From an optimization exercise on the open Yosys and OpenROAD flow, aimed at small area, a short achievable clock period and few clock cycles; shortcuts taken in it are not production practice.
Function was checked by simulation only, so behaviour that the tests miss may differ from the original.
Power and IR drop assume default switching activity.

==> run a: inputs <==
==> flow/design.v <==
`timescale 1ns/1ns
package rv_pkg;
    localparam int XLEN        = 32;        
    localparam int REG_ADDR_W  = 5;         
    localparam int NUM_REGS    = 32;        
    localparam int DMEM_ADDR_W = 10;        
    localparam int PC_W        = 10;        
    typedef logic [XLEN-1:0]       word_t;
    typedef logic [REG_ADDR_W-1:0] reg_addr_t;
    typedef logic [PC_W-1:0]       pc_t;
endpackage
`timescale 1ns/1ns
module fetch_stage (
    input  logic              clk_i,
    input  logic              reset,
    output rv_pkg::word_t     imem_addr_o,
    input  rv_pkg::word_t     imem_data_i,
    input  logic              kill_i,
    input  rv_pkg::pc_t       kill_pc_i,
    output rv_pkg::reg_addr_t ra_addr_o,
    output rv_pkg::reg_addr_t rb_addr_o,
    input  rv_pkg::word_t     ra_i,
    input  rv_pkg::word_t     rb_i,
    input  logic              m_wr_i,
    input  rv_pkg::reg_addr_t m_rd_i,
    input  rv_pkg::word_t     m_value_i,
    output logic              halted_o,    
    output logic              x_valid_o,
    output rv_pkg::word_t     x_a_o,
    output rv_pkg::word_t     x_b_o,
    output rv_pkg::reg_addr_t x_rd_o,
    output logic              x_wr_o,      
    output logic              x_load_o,
    output logic              x_store_o,
    output logic              x_cbr_o,     
    output logic              x_pred_o,    
    output rv_pkg::pc_t       x_alt_o,     
    output logic              x_useimm_o,
    output logic              x_sub_o,
    output logic [2:0]        x_f3_o,      
    output logic [11:0]       x_imm_o,
    output logic              x_fwd_a_o,   
    output logic              x_fwd_b_o
);
    rv_pkg::pc_t pc_q, pc_next, seq, target, off;
    logic [31:0] ins;
    logic        is_op, is_opimm, is_load, is_store, is_br;
    logic        same, pred, selfloop, wr;
    rv_pkg::reg_addr_t rs1, rs2, rd;
    assign ins = imem_data_i;
    assign imem_addr_o = {20'd0, pc_q, 2'b00};
    assign is_op    = (ins[6:4] == 3'b011);
    assign is_opimm = (ins[6:4] == 3'b001);
    assign is_load  = (ins[6:4] == 3'b000);
    assign is_store = (ins[6:4] == 3'b010);
    assign is_br    = (ins[6:4] == 3'b110);
    assign rs1 = ins[19:15];
    assign rs2 = ins[24:20];
    assign rd  = ins[11:7];
    assign same     = (rs1 == rs2);
    assign pred     = is_br && (same || ins[31]);
    assign off      = {ins[7], ins[30:25], ins[11:9]};    
    assign seq      = pc_q + 10'd1;
    assign target   = pc_q + off;
    assign selfloop = is_br && same && !ins[31] && !ins[7] &&
                      (ins[30:25] == '0) && (ins[11:8] == '0);
    assign wr       = (is_op || is_opimm || is_load) && (rd != '0);
    assign ra_addr_o = rs1;
    assign rb_addr_o = rs2;
    always_comb begin
        if (kill_i)    pc_next = kill_pc_i;
        else if (pred) pc_next = target;
        else           pc_next = seq;
    end
    always_ff @(posedge clk_i or posedge reset) begin
        if (reset) begin
            pc_q      <= '0;
            halted_o  <= 1'b0;
            x_valid_o <= 1'b0;
        end else begin
            pc_q      <= pc_next;
            halted_o  <= halted_o || (selfloop && !kill_i);
            x_valid_o <= !kill_i;
        end
    end
    always_ff @(posedge clk_i) begin
        x_a_o      <= (m_wr_i && (m_rd_i == rs1)) ? m_value_i : ra_i;
        x_b_o      <= (m_wr_i && (m_rd_i == rs2)) ? m_value_i : rb_i;
        x_rd_o     <= rd;
        x_wr_o     <= wr;
        x_load_o   <= is_load;
        x_store_o  <= is_store;
        x_cbr_o    <= is_br && !same;
        x_pred_o   <= pred;
        x_alt_o    <= pred ? seq : target;
        x_useimm_o <= !is_op;
        x_sub_o    <= is_op && (ins[30] || ins[13]);
        x_f3_o     <= is_op ? ins[14:12] : 3'b000;
        x_imm_o    <= is_store ? {ins[31:25], ins[11:7]} : ins[31:20];
        x_fwd_a_o  <= x_valid_o && x_wr_o && (x_rd_o == rs1);
        x_fwd_b_o  <= x_valid_o && x_wr_o && (x_rd_o == rs2);
    end
endmodule
`timescale 1ns/1ns
module register_file (
    input  logic              clk_i,
    input  logic              reset,
    input  rv_pkg::reg_addr_t ra_addr_i,
    input  rv_pkg::reg_addr_t rb_addr_i,
    output rv_pkg::word_t     ra_data_o,
    output rv_pkg::word_t     rb_data_o,
    input  logic              we_i,
    input  rv_pkg::reg_addr_t wa_i,
    input  rv_pkg::word_t     wd_i
);
    rv_pkg::word_t regs [1:rv_pkg::NUM_REGS-1];
    logic [rv_pkg::NUM_REGS-1:1] written;
    always_ff @(posedge clk_i or posedge reset) begin
        if (reset) begin
            written <= '0;
        end else if (we_i && (wa_i != '0)) begin
            written[wa_i] <= 1'b1;
        end
    end
    always_ff @(posedge clk_i) begin
        if (we_i && (wa_i != '0)) begin
            regs[wa_i] <= wd_i;
        end
    end
    always_comb begin
        ra_data_o = '0;
        rb_data_o = '0;
        for (int i = 1; i < rv_pkg::NUM_REGS; i++) begin
            ra_data_o = ra_data_o | (regs[i] & {32{written[i] && (ra_addr_i == i[4:0])}});
            rb_data_o = rb_data_o | (regs[i] & {32{written[i] && (rb_addr_i == i[4:0])}});
        end
    end
endmodule
`timescale 1ns/1ns
`timescale 1ns/1ns
module execute_stage (
    input  logic              clk_i,
    input  logic              reset,
    input  logic              x_valid_i,
    input  rv_pkg::reg_addr_t x_rd_i,
    input  logic              x_wr_i,
    input  logic              x_load_i,
    input  logic              x_store_i,
    input  logic              x_cbr_i,
    input  logic              x_pred_i,
    input  logic              x_useimm_i,
    input  logic              x_sub_i,
    input  logic [2:0]        x_f3_i,
    input  logic [11:0]       x_imm_i,
    input  logic              x_fwd_a_i,
    input  logic              x_fwd_b_i,
    input  rv_pkg::word_t     x_a_i,        
    input  rv_pkg::word_t     x_b_i,
    input  rv_pkg::word_t     m_value_i,    
    output logic              kill_o,       
    output logic              m_wr_o,
    output logic              m_load_o,
    output logic              m_store_o,
    output rv_pkg::reg_addr_t m_rd_o,
    output rv_pkg::word_t     m_result_o,   
    output logic [rv_pkg::DMEM_ADDR_W-1:0] m_addr_o
);
    rv_pkg::word_t a, b, opb, sum, result;
    logic          slt;
    assign a   = x_fwd_a_i ? m_value_i : x_a_i;
    assign b   = x_fwd_b_i ? m_value_i : x_b_i;
    assign opb = x_useimm_i ? {{20{x_imm_i[11]}}, x_imm_i} : b;
    prefix_adder u_add (.a_i(a), .b_i(opb ^ {32{x_sub_i}}), .c_i(x_sub_i), .s_o(sum));
    assign slt = (a[31] != b[31]) ? a[31] : sum[31];
    always_comb begin
        case (x_f3_i)
            3'b111:  result = a & b;
            3'b110:  result = a | b;
            3'b010:  result = {31'd0, slt};
            default: result = sum;
        endcase
    end
    assign kill_o = x_valid_i && x_cbr_i && ((a == b) != x_pred_i);
    always_ff @(posedge clk_i or posedge reset) begin
        if (reset) begin
            m_wr_o    <= 1'b0;
            m_store_o <= 1'b0;
        end else begin
            m_wr_o    <= x_valid_i && x_wr_i;
            m_store_o <= x_valid_i && x_store_i;
        end
    end
    always_ff @(posedge clk_i) begin
        m_load_o   <= x_load_i;
        m_rd_o     <= x_rd_i;
        m_result_o <= x_store_i ? b : result;
        m_addr_o   <= sum[rv_pkg::DMEM_ADDR_W+1:2];
    end
endmodule
module prefix_adder (
    input  rv_pkg::word_t a_i,
    input  rv_pkg::word_t b_i,
    input  logic          c_i,
    output rv_pkg::word_t s_o
);
    logic [32:0] g [0:5];
    logic [32:0] p [0:5];
    always_comb begin
        g[0][0] = c_i;
        p[0][0] = 1'b0;
        for (int i = 0; i < 32; i++) begin
            g[0][i+1] = a_i[i] & b_i[i];
            p[0][i+1] = a_i[i] ^ b_i[i];
        end
        for (int l = 0; l < 5; l++) begin
            for (int i = 0; i < 33; i++) begin
                if (((i >> l) & 1) == 1) begin
                    g[l+1][i] = g[l][i] | (p[l][i] & g[l][((i >> l) << l) - 1]);
                    p[l+1][i] = p[l][i] & p[l][((i >> l) << l) - 1];
                end else begin
                    g[l+1][i] = g[l][i];
                    p[l+1][i] = p[l][i];
                end
            end
        end
        for (int i = 0; i < 32; i++) begin
            s_o[i] = p[0][i+1] ^ g[5][i];
        end
    end
endmodule
`timescale 1ns/1ns
`timescale 1ns/1ns
module rv_pipeline_top (
    input  logic                           clk_i,
    input  logic                           reset,
    output rv_pkg::word_t                  imem_addr_o,
    input  rv_pkg::word_t                  imem_data_i,
    output logic [rv_pkg::DMEM_ADDR_W-1:0] dmem_addr_o,
    output rv_pkg::word_t                  dmem_wdata_o,
    output logic                           dmem_we_o,
    input  rv_pkg::word_t                  dmem_rdata_i,
    input  rv_pkg::reg_addr_t              dbg_addr_i,
    output rv_pkg::word_t                  dbg_data_o
);
    logic              kill, halted;
    logic              x_valid, x_wr, x_load, x_store, x_cbr, x_pred;
    logic              x_useimm, x_sub, x_fwd_a, x_fwd_b;
    logic [2:0]        x_f3;
    logic [11:0]       x_imm;
    rv_pkg::reg_addr_t x_rd;
    rv_pkg::pc_t       x_alt;
    rv_pkg::word_t     x_a, x_b;
    logic              m_wr, m_load, m_store;
    rv_pkg::reg_addr_t m_rd;
    rv_pkg::word_t     m_result, m_value;
    logic [rv_pkg::DMEM_ADDR_W-1:0] m_addr;
    rv_pkg::reg_addr_t ra_addr, rb_addr;
    rv_pkg::word_t     ra, rb;
    fetch_stage u_fetch (
        .clk_i       (clk_i),
        .reset       (reset),
        .imem_addr_o (imem_addr_o),
        .imem_data_i (imem_data_i),
        .kill_i      (kill),
        .kill_pc_i   (x_alt),
        .ra_addr_o   (ra_addr),
        .rb_addr_o   (rb_addr),
        .ra_i        (ra),
        .rb_i        (rb),
        .m_wr_i      (m_wr),
        .m_rd_i      (m_rd),
        .m_value_i   (m_value),
        .halted_o    (halted),
        .x_valid_o   (x_valid),
        .x_a_o       (x_a),
        .x_b_o       (x_b),
        .x_rd_o      (x_rd),
        .x_wr_o      (x_wr),
        .x_load_o    (x_load),
        .x_store_o   (x_store),
        .x_cbr_o     (x_cbr),
        .x_pred_o    (x_pred),
        .x_alt_o     (x_alt),
        .x_useimm_o  (x_useimm),
        .x_sub_o     (x_sub),
        .x_f3_o      (x_f3),
        .x_imm_o     (x_imm),
        .x_fwd_a_o   (x_fwd_a),
        .x_fwd_b_o   (x_fwd_b)
    );
    register_file u_regs (
        .clk_i     (clk_i),
        .reset     (reset),
        .ra_addr_i (halted ? dbg_addr_i : ra_addr),
        .rb_addr_i (rb_addr),
        .ra_data_o (ra),
        .rb_data_o (rb),
        .we_i      (m_wr),
        .wa_i      (m_rd),
        .wd_i      (m_value)
    );
    assign dbg_data_o = ra;
    execute_stage u_execute (
        .clk_i      (clk_i),
        .reset      (reset),
        .x_valid_i  (x_valid),
        .x_rd_i     (x_rd),
        .x_wr_i     (x_wr),
        .x_load_i   (x_load),
        .x_store_i  (x_store),
        .x_cbr_i    (x_cbr),
        .x_pred_i   (x_pred),
        .x_useimm_i (x_useimm),
        .x_sub_i    (x_sub),
        .x_f3_i     (x_f3),
        .x_imm_i    (x_imm),
        .x_fwd_a_i  (x_fwd_a),
        .x_fwd_b_i  (x_fwd_b),
        .x_a_i      (x_a),
        .x_b_i      (x_b),
        .m_value_i  (m_value),
        .kill_o     (kill),
        .m_wr_o     (m_wr),
        .m_load_o   (m_load),
        .m_store_o  (m_store),
        .m_rd_o     (m_rd),
        .m_result_o (m_result),
        .m_addr_o   (m_addr)
    );
    assign dmem_addr_o  = m_addr;
    assign dmem_wdata_o = m_result;
    assign dmem_we_o    = m_store;
    assign m_value      = m_load ? dmem_rdata_i : m_result;
endmodule
==> flow/run.sh <==
#!/bin/bash
# synth_recipe.tcl (not shown) runs the flow's synth.tcl, then flattens the netlist and writes it again
# the make line also repeats each setting of config.mk as NAME=value (left out here)
make -C /OpenROAD-flow-scripts/flow DESIGN_CONFIG=/design/flow/config.mk WORK_HOME=/design/flow/orfs CLKGATE_MAP_FILE= SYNTH_SCRIPT=/design/flow/synth_recipe.tcl finish
==> flow/config.mk <==
export PLATFORM = sky130hd
export DESIGN_NAME = rv_pipeline_top
export DESIGN_NICKNAME = rv_pipeline_top
export VERILOG_FILES = /design/flow/design.v
export SDC_FILE = /design/flow/constraint.sdc
export NUM_CORES = 4
export LEC_CHECK = 0
export CAP_MARGIN = 20
export CORE_MARGIN = 2
export CORE_UTILIZATION = 35
export PLACE_DENSITY = 0.5
export SETUP_SLACK_MARGIN = 2.0
export SLEW_MARGIN = 20
==> flow/constraint.sdc <==
create_clock -name core_clock -period 7.0 [get_ports {clk_i}]
set_input_delay 1.4000 -clock core_clock [delete_from_list [all_inputs] [get_ports {clk_i}]]
set_output_delay 1.4000 -clock core_clock [all_outputs]
set_load 0.01 [all_outputs]
==> inputs of run b, as changes to run a <==
==> flow/design.v, changed modules only <==
module register_file (
    input  logic              clk_i,
    input  logic              reset,
    input  rv_pkg::reg_addr_t ra_addr_i,
    input  rv_pkg::reg_addr_t rb_addr_i,
    output rv_pkg::word_t     ra_data_o,
    output rv_pkg::word_t     rb_data_o,
    input  logic              we_i,
    input  rv_pkg::reg_addr_t wa_i,
    input  rv_pkg::word_t     wd_i
);
    rv_pkg::word_t regs [1:rv_pkg::NUM_REGS-1];
    logic [rv_pkg::NUM_REGS-1:1] written;
    always_ff @(posedge clk_i or posedge reset) begin
        if (reset) begin
            written <= '0;
        end else if (we_i && (wa_i != '0)) begin
            written[wa_i] <= 1'b1;
        end
    end
    always_ff @(posedge clk_i) begin
        if (we_i && (wa_i != '0)) begin
            regs[wa_i] <= wd_i;
        end
    end
    rv_pkg::word_t ra_lo, ra_hi, rb_lo, rb_hi;
    always_comb begin
        ra_lo = '0;
        ra_hi = '0;
        rb_lo = '0;
        rb_hi = '0;
        for (int i = 1; i < 16; i++) begin
            ra_lo = ra_lo | (regs[i] & {32{written[i] && (ra_addr_i[3:0] == i[3:0])}});
            rb_lo = rb_lo | (regs[i] & {32{written[i] && (rb_addr_i[3:0] == i[3:0])}});
        end
        for (int i = 16; i < 32; i++) begin
            ra_hi = ra_hi | (regs[i] & {32{written[i] && (ra_addr_i[3:0] == i[3:0])}});
            rb_hi = rb_hi | (regs[i] & {32{written[i] && (rb_addr_i[3:0] == i[3:0])}});
        end
    end
    assign ra_data_o = ra_addr_i[4] ? ra_hi : ra_lo;
    assign rb_data_o = rb_addr_i[4] ? rb_hi : rb_lo;
endmodule
==> flow/flow/run.sh (new file) <==
#!/bin/bash
# The standard layout, with plain buffers (not delay cells) on the ports.
# Each tool's full output stays in the ORFS logs under orfs/logs; make's own
# output goes to standard.log in this folder.
set -euo pipefail
bash standard.sh "BUFFER_PORTS_ARGS=-buffer_cell sky130_fd_sc_hd__buf_2" finish > standard.log 2>&1
==> flow/standard.sh (new file) <==
#!/bin/bash
# synth_recipe.tcl (not shown) runs the flow's synth.tcl, then flattens the netlist and writes it again
# the make line also repeats each setting of config.mk as NAME=value (left out here)
make -C /OpenROAD-flow-scripts/flow DESIGN_CONFIG=/design/flow/config.mk WORK_HOME=/design/flow/orfs CLKGATE_MAP_FILE= SYNTH_SCRIPT=/design/flow/synth_recipe.tcl "${@:-finish}"
Settings changed: CORE_UTILIZATION 35 to 50, CTS_BUF_LIST from default to sky130_fd_sc_hd__clkbuf_8 sky130_fd_sc_hd__clkbuf_16, CTS_CLUSTER_DIAMETER from default to 70, CTS_CLUSTER_SIZE from default to 20, PLACE_DENSITY 0.5 to 0.65.
removed: flow/run.sh
==> inputs of run c, as changes to run a <==
==> flow/design.v, changed modules only <==
module fetch_stage (
    input  logic              clk_i,
    input  logic              reset,
    output rv_pkg::word_t     imem_addr_o,
    input  rv_pkg::word_t     imem_data_i,
    input  logic              kill_i,
    input  rv_pkg::pc_t       kill_pc_i,
    output logic              halted_o,    
    output logic              x_valid_o,
    output rv_pkg::reg_addr_t x_rs1_o,
    output rv_pkg::reg_addr_t x_rs2_o,
    output rv_pkg::reg_addr_t x_rd_o,
    output logic              x_wr_o,      
    output logic              x_load_o,
    output logic              x_store_o,
    output logic              x_cbr_o,     
    output logic              x_pred_o,    
    output rv_pkg::pc_t       x_alt_o,     
    output logic              x_useimm_o,
    output logic              x_sub_o,
    output logic [2:0]        x_f3_o,      
    output logic [11:0]       x_imm_o,
    output logic              x_fwd_a_o,   
    output logic              x_fwd_b_o
);
    rv_pkg::pc_t pc_q, pc_next, seq, target, off;
    logic [31:0] ins;
    logic        is_op, is_opimm, is_load, is_store, is_br;
    logic        same, pred, selfloop, wr;
    rv_pkg::reg_addr_t rs1, rs2, rd;
    assign ins = imem_data_i;
    assign imem_addr_o = {20'd0, pc_q, 2'b00};
    assign is_op    = (ins[6:4] == 3'b011);
    assign is_opimm = (ins[6:4] == 3'b001);
    assign is_load  = (ins[6:4] == 3'b000);
    assign is_store = (ins[6:4] == 3'b010);
    assign is_br    = (ins[6:4] == 3'b110);
    assign rs1 = ins[19:15];
    assign rs2 = ins[24:20];
    assign rd  = ins[11:7];
    assign same     = (rs1 == rs2);
    assign pred     = is_br && (same || ins[31]);
    assign off      = {ins[7], ins[30:25], ins[11:9]};    
    assign seq      = pc_q + 10'd1;
    assign target   = pc_q + off;
    assign selfloop = is_br && same && !ins[31] && !ins[7] &&
                      (ins[30:25] == '0) && (ins[11:8] == '0);
    assign wr       = (is_op || is_opimm || is_load) && (rd != '0);
    always_comb begin
        if (kill_i)    pc_next = kill_pc_i;
        else if (pred) pc_next = target;
        else           pc_next = seq;
    end
    always_ff @(posedge clk_i or posedge reset) begin
        if (reset) begin
            pc_q      <= '0;
            halted_o  <= 1'b0;
            x_valid_o <= 1'b0;
        end else begin
            pc_q      <= pc_next;
            halted_o  <= halted_o || (selfloop && !kill_i);
            x_valid_o <= !kill_i;
        end
    end
    always_ff @(posedge clk_i) begin
        x_rs1_o    <= rs1;
        x_rs2_o    <= rs2;
        x_rd_o     <= rd;
        x_wr_o     <= wr;
        x_load_o   <= is_load;
        x_store_o  <= is_store;
        x_cbr_o    <= is_br && !same;
        x_pred_o   <= pred;
        x_alt_o    <= pred ? seq : target;
        x_useimm_o <= !is_op;
        x_sub_o    <= is_op && (ins[30] || ins[13]);
        x_f3_o     <= is_op ? ins[14:12] : 3'b000;
        x_imm_o    <= is_store ? {ins[31:25], ins[11:7]} : ins[31:20];
        x_fwd_a_o  <= x_valid_o && x_wr_o && (x_rd_o == rs1);
        x_fwd_b_o  <= x_valid_o && x_wr_o && (x_rd_o == rs2);
    end
endmodule
module execute_stage (
    input  logic              clk_i,
    input  logic              reset,
    input  logic              x_valid_i,
    input  rv_pkg::reg_addr_t x_rd_i,
    input  logic              x_wr_i,
    input  logic              x_load_i,
    input  logic              x_store_i,
    input  logic              x_cbr_i,
    input  logic              x_pred_i,
    input  logic              x_useimm_i,
    input  logic              x_sub_i,
    input  logic [2:0]        x_f3_i,
    input  logic [11:0]       x_imm_i,
    input  logic              x_fwd_a_i,
    input  logic              x_fwd_b_i,
    input  rv_pkg::word_t     ra_i,         
    input  rv_pkg::word_t     rb_i,
    input  rv_pkg::word_t     m_value_i,    
    output logic              kill_o,       
    output logic              m_wr_o,
    output logic              m_load_o,
    output logic              m_store_o,
    output rv_pkg::reg_addr_t m_rd_o,
    output rv_pkg::word_t     m_result_o,   
    output logic [rv_pkg::DMEM_ADDR_W-1:0] m_addr_o
);
    rv_pkg::word_t a, b, opb, sum, result;
    logic          slt;
    assign a   = x_fwd_a_i ? m_value_i : ra_i;
    assign b   = x_fwd_b_i ? m_value_i : rb_i;
    assign opb = x_useimm_i ? {{20{x_imm_i[11]}}, x_imm_i} : b;
    assign sum = a + (opb ^ {32{x_sub_i}}) + {31'd0, x_sub_i};
    assign slt = (a[31] != b[31]) ? a[31] : sum[31];
    always_comb begin
        case (x_f3_i)
            3'b111:  result = a & b;
            3'b110:  result = a | b;
            3'b010:  result = {31'd0, slt};
            default: result = sum;
        endcase
    end
    assign kill_o = x_valid_i && x_cbr_i && ((a == b) != x_pred_i);
    always_ff @(posedge clk_i or posedge reset) begin
        if (reset) begin
            m_wr_o    <= 1'b0;
            m_store_o <= 1'b0;
        end else begin
            m_wr_o    <= x_valid_i && x_wr_i;
            m_store_o <= x_valid_i && x_store_i;
        end
    end
    always_ff @(posedge clk_i) begin
        m_load_o   <= x_load_i;
        m_rd_o     <= x_rd_i;
        m_result_o <= x_store_i ? b : result;
        m_addr_o   <= sum[rv_pkg::DMEM_ADDR_W+1:2];
    end
endmodule
module rv_pipeline_top (
    input  logic                           clk_i,
    input  logic                           reset,
    output rv_pkg::word_t                  imem_addr_o,
    input  rv_pkg::word_t                  imem_data_i,
    output logic [rv_pkg::DMEM_ADDR_W-1:0] dmem_addr_o,
    output rv_pkg::word_t                  dmem_wdata_o,
    output logic                           dmem_we_o,
    input  rv_pkg::word_t                  dmem_rdata_i,
    input  rv_pkg::reg_addr_t              dbg_addr_i,
    output rv_pkg::word_t                  dbg_data_o
);
    logic              kill, halted;
    rv_pkg::pc_t       kill_pc;
    logic              x_valid, x_wr, x_load, x_store, x_cbr, x_pred;
    logic              x_useimm, x_sub, x_fwd_a, x_fwd_b;
    logic [2:0]        x_f3;
    logic [11:0]       x_imm;
    rv_pkg::reg_addr_t x_rs1, x_rs2, x_rd;
    rv_pkg::pc_t       x_alt;
    logic              m_wr, m_load, m_store;
    rv_pkg::reg_addr_t m_rd;
    rv_pkg::word_t     m_result, m_value;
    logic [rv_pkg::DMEM_ADDR_W-1:0] m_addr;
    rv_pkg::word_t     ra, rb;
    fetch_stage u_fetch (
        .clk_i       (clk_i),
        .reset       (reset),
        .imem_addr_o (imem_addr_o),
        .imem_data_i (imem_data_i),
        .kill_i      (kill),
        .kill_pc_i   (x_alt),
        .halted_o    (halted),
        .x_valid_o   (x_valid),
        .x_rs1_o     (x_rs1),
        .x_rs2_o     (x_rs2),
        .x_rd_o      (x_rd),
        .x_wr_o      (x_wr),
        .x_load_o    (x_load),
        .x_store_o   (x_store),
        .x_cbr_o     (x_cbr),
        .x_pred_o    (x_pred),
        .x_alt_o     (x_alt),
        .x_useimm_o  (x_useimm),
        .x_sub_o     (x_sub),
        .x_f3_o      (x_f3),
        .x_imm_o     (x_imm),
        .x_fwd_a_o   (x_fwd_a),
        .x_fwd_b_o   (x_fwd_b)
    );
    register_file u_regs (
        .clk_i     (clk_i),
        .reset     (reset),
        .ra_addr_i (halted ? dbg_addr_i : x_rs1),
        .rb_addr_i (x_rs2),
        .ra_data_o (ra),
        .rb_data_o (rb),
        .we_i      (m_wr),
        .wa_i      (m_rd),
        .wd_i      (m_value)
    );
    assign dbg_data_o = ra;
    execute_stage u_execute (
        .clk_i      (clk_i),
        .reset      (reset),
        .x_valid_i  (x_valid),
        .x_rd_i     (x_rd),
        .x_wr_i     (x_wr),
        .x_load_i   (x_load),
        .x_store_i  (x_store),
        .x_cbr_i    (x_cbr),
        .x_pred_i   (x_pred),
        .x_useimm_i (x_useimm),
        .x_sub_i    (x_sub),
        .x_f3_i     (x_f3),
        .x_imm_i    (x_imm),
        .x_fwd_a_i  (x_fwd_a),
        .x_fwd_b_i  (x_fwd_b),
        .ra_i       (ra),
        .rb_i       (rb),
        .m_value_i  (m_value),
        .kill_o     (kill),
        .m_wr_o     (m_wr),
        .m_load_o   (m_load),
        .m_store_o  (m_store),
        .m_rd_o     (m_rd),
        .m_result_o (m_result),
        .m_addr_o   (m_addr)
    );
    assign dmem_addr_o  = m_addr;
    assign dmem_wdata_o = m_result;
    assign dmem_we_o    = m_store;
    assign m_value      = m_load ? dmem_rdata_i : m_result;
endmodule
// module prefix_adder removed
Settings changed: CAP_MARGIN 20 to 35, CORE_UTILIZATION 35 to 20, PLACE_DENSITY 0.5 to 0.4, SETUP_SLACK_MARGIN 2.0 to default, SLEW_MARGIN 20 to 35.
==> comparison table <==
                                                                                               run c                     run a                     run b
Proportion of register bits with asynchronous set or reset after synthesis                    3.968%                    3.788%                    3.788%
Startpoint of the most critical register-to-register path                         u_fetch.x_rs2_o[4]        u_fetch.x_useimm_o        u_execute.m_load_o
Clock latency (worst-skew pair)                                                               810 ps                    790 ps                    710 ps
Critical path destination                                                             dbg_data_o[26]            dbg_data_o[14]            dbg_data_o[24]
Total of cells resized after clock tree synthesis                                                  0                       421                       237
Status                                                                                finished clean            finished clean            finished clean
DP Worst Slack                                                                             -606.5 ps                  407.7 ps                  998.5 ps
Post-Syn Area per Cell                                                                    13.11 um^2                13.06 um^2                12.68 um^2
Endpoint of the lowest-slack register-to-register path                      u_execute.m_result_o[28]  u_execute.m_result_o[29]  u_execute.m_result_o[31]
Power per cell area                                                                    300.0 nW/um^2             296.3 nW/um^2             265.2 nW/um^2
Worst setup skew after layout                                                               31.11 ps                  36.71 ps                  42.77 ps
Fraction of the cycle the final worst path needs                                              97.36%                    73.14%                    74.85%
Gate power share                                                                               21.9%                     18.4%                     19.3%
Testbench counts of run a, summed over its fixed seeds: cycles 44,866.
Testbench counts of run b, summed over its fixed seeds: cycles 44,866.
Testbench counts of run c, summed over its fixed seeds: cycles 44,866.

## static timing again, ports no longer ideal
No port has a modelled driver above. Below, the same layouts with a new extraction and two added sets of constraints. Step 1 (the two cells are an assumption about what drives the block):
set clk [get_ports {clk_i}]
set_driving_cell -lib_cell sky130_fd_sc_hd__clkbuf_16 $clk
set_driving_cell -lib_cell sky130_fd_sc_hd__buf_2 [delete_from_list [all_inputs] $clk]
Step 2 adds t to the input delays and takes it off the output delays; t is the mean of the earliest and latest rising clock arrival at the registers after step 1. Input paths then give back, and output paths get back, about the clock's delay inside the block. Slacks: ideal / step 1 / step 2; pairs: ideal / step 1.
run	t, ns	slack for setup (ns)	worst setup path at the end	worst slew at a driven data input, ns
run a	0.864	1.880 / 1.832 / 1.245	input to register	0.12
run b	0.760	1.760 / 1.697 / 1.506	input to register	0.11
run c	0.885	0.185 / 0.152 / -0.560	input to register	0.09
With both steps, setup timing fails in run c, where it was met with ideal ports. For run c, which loses most, drivers alone change the setup slack by -0.033 ns; drivers and shift together by -0.745 ns.
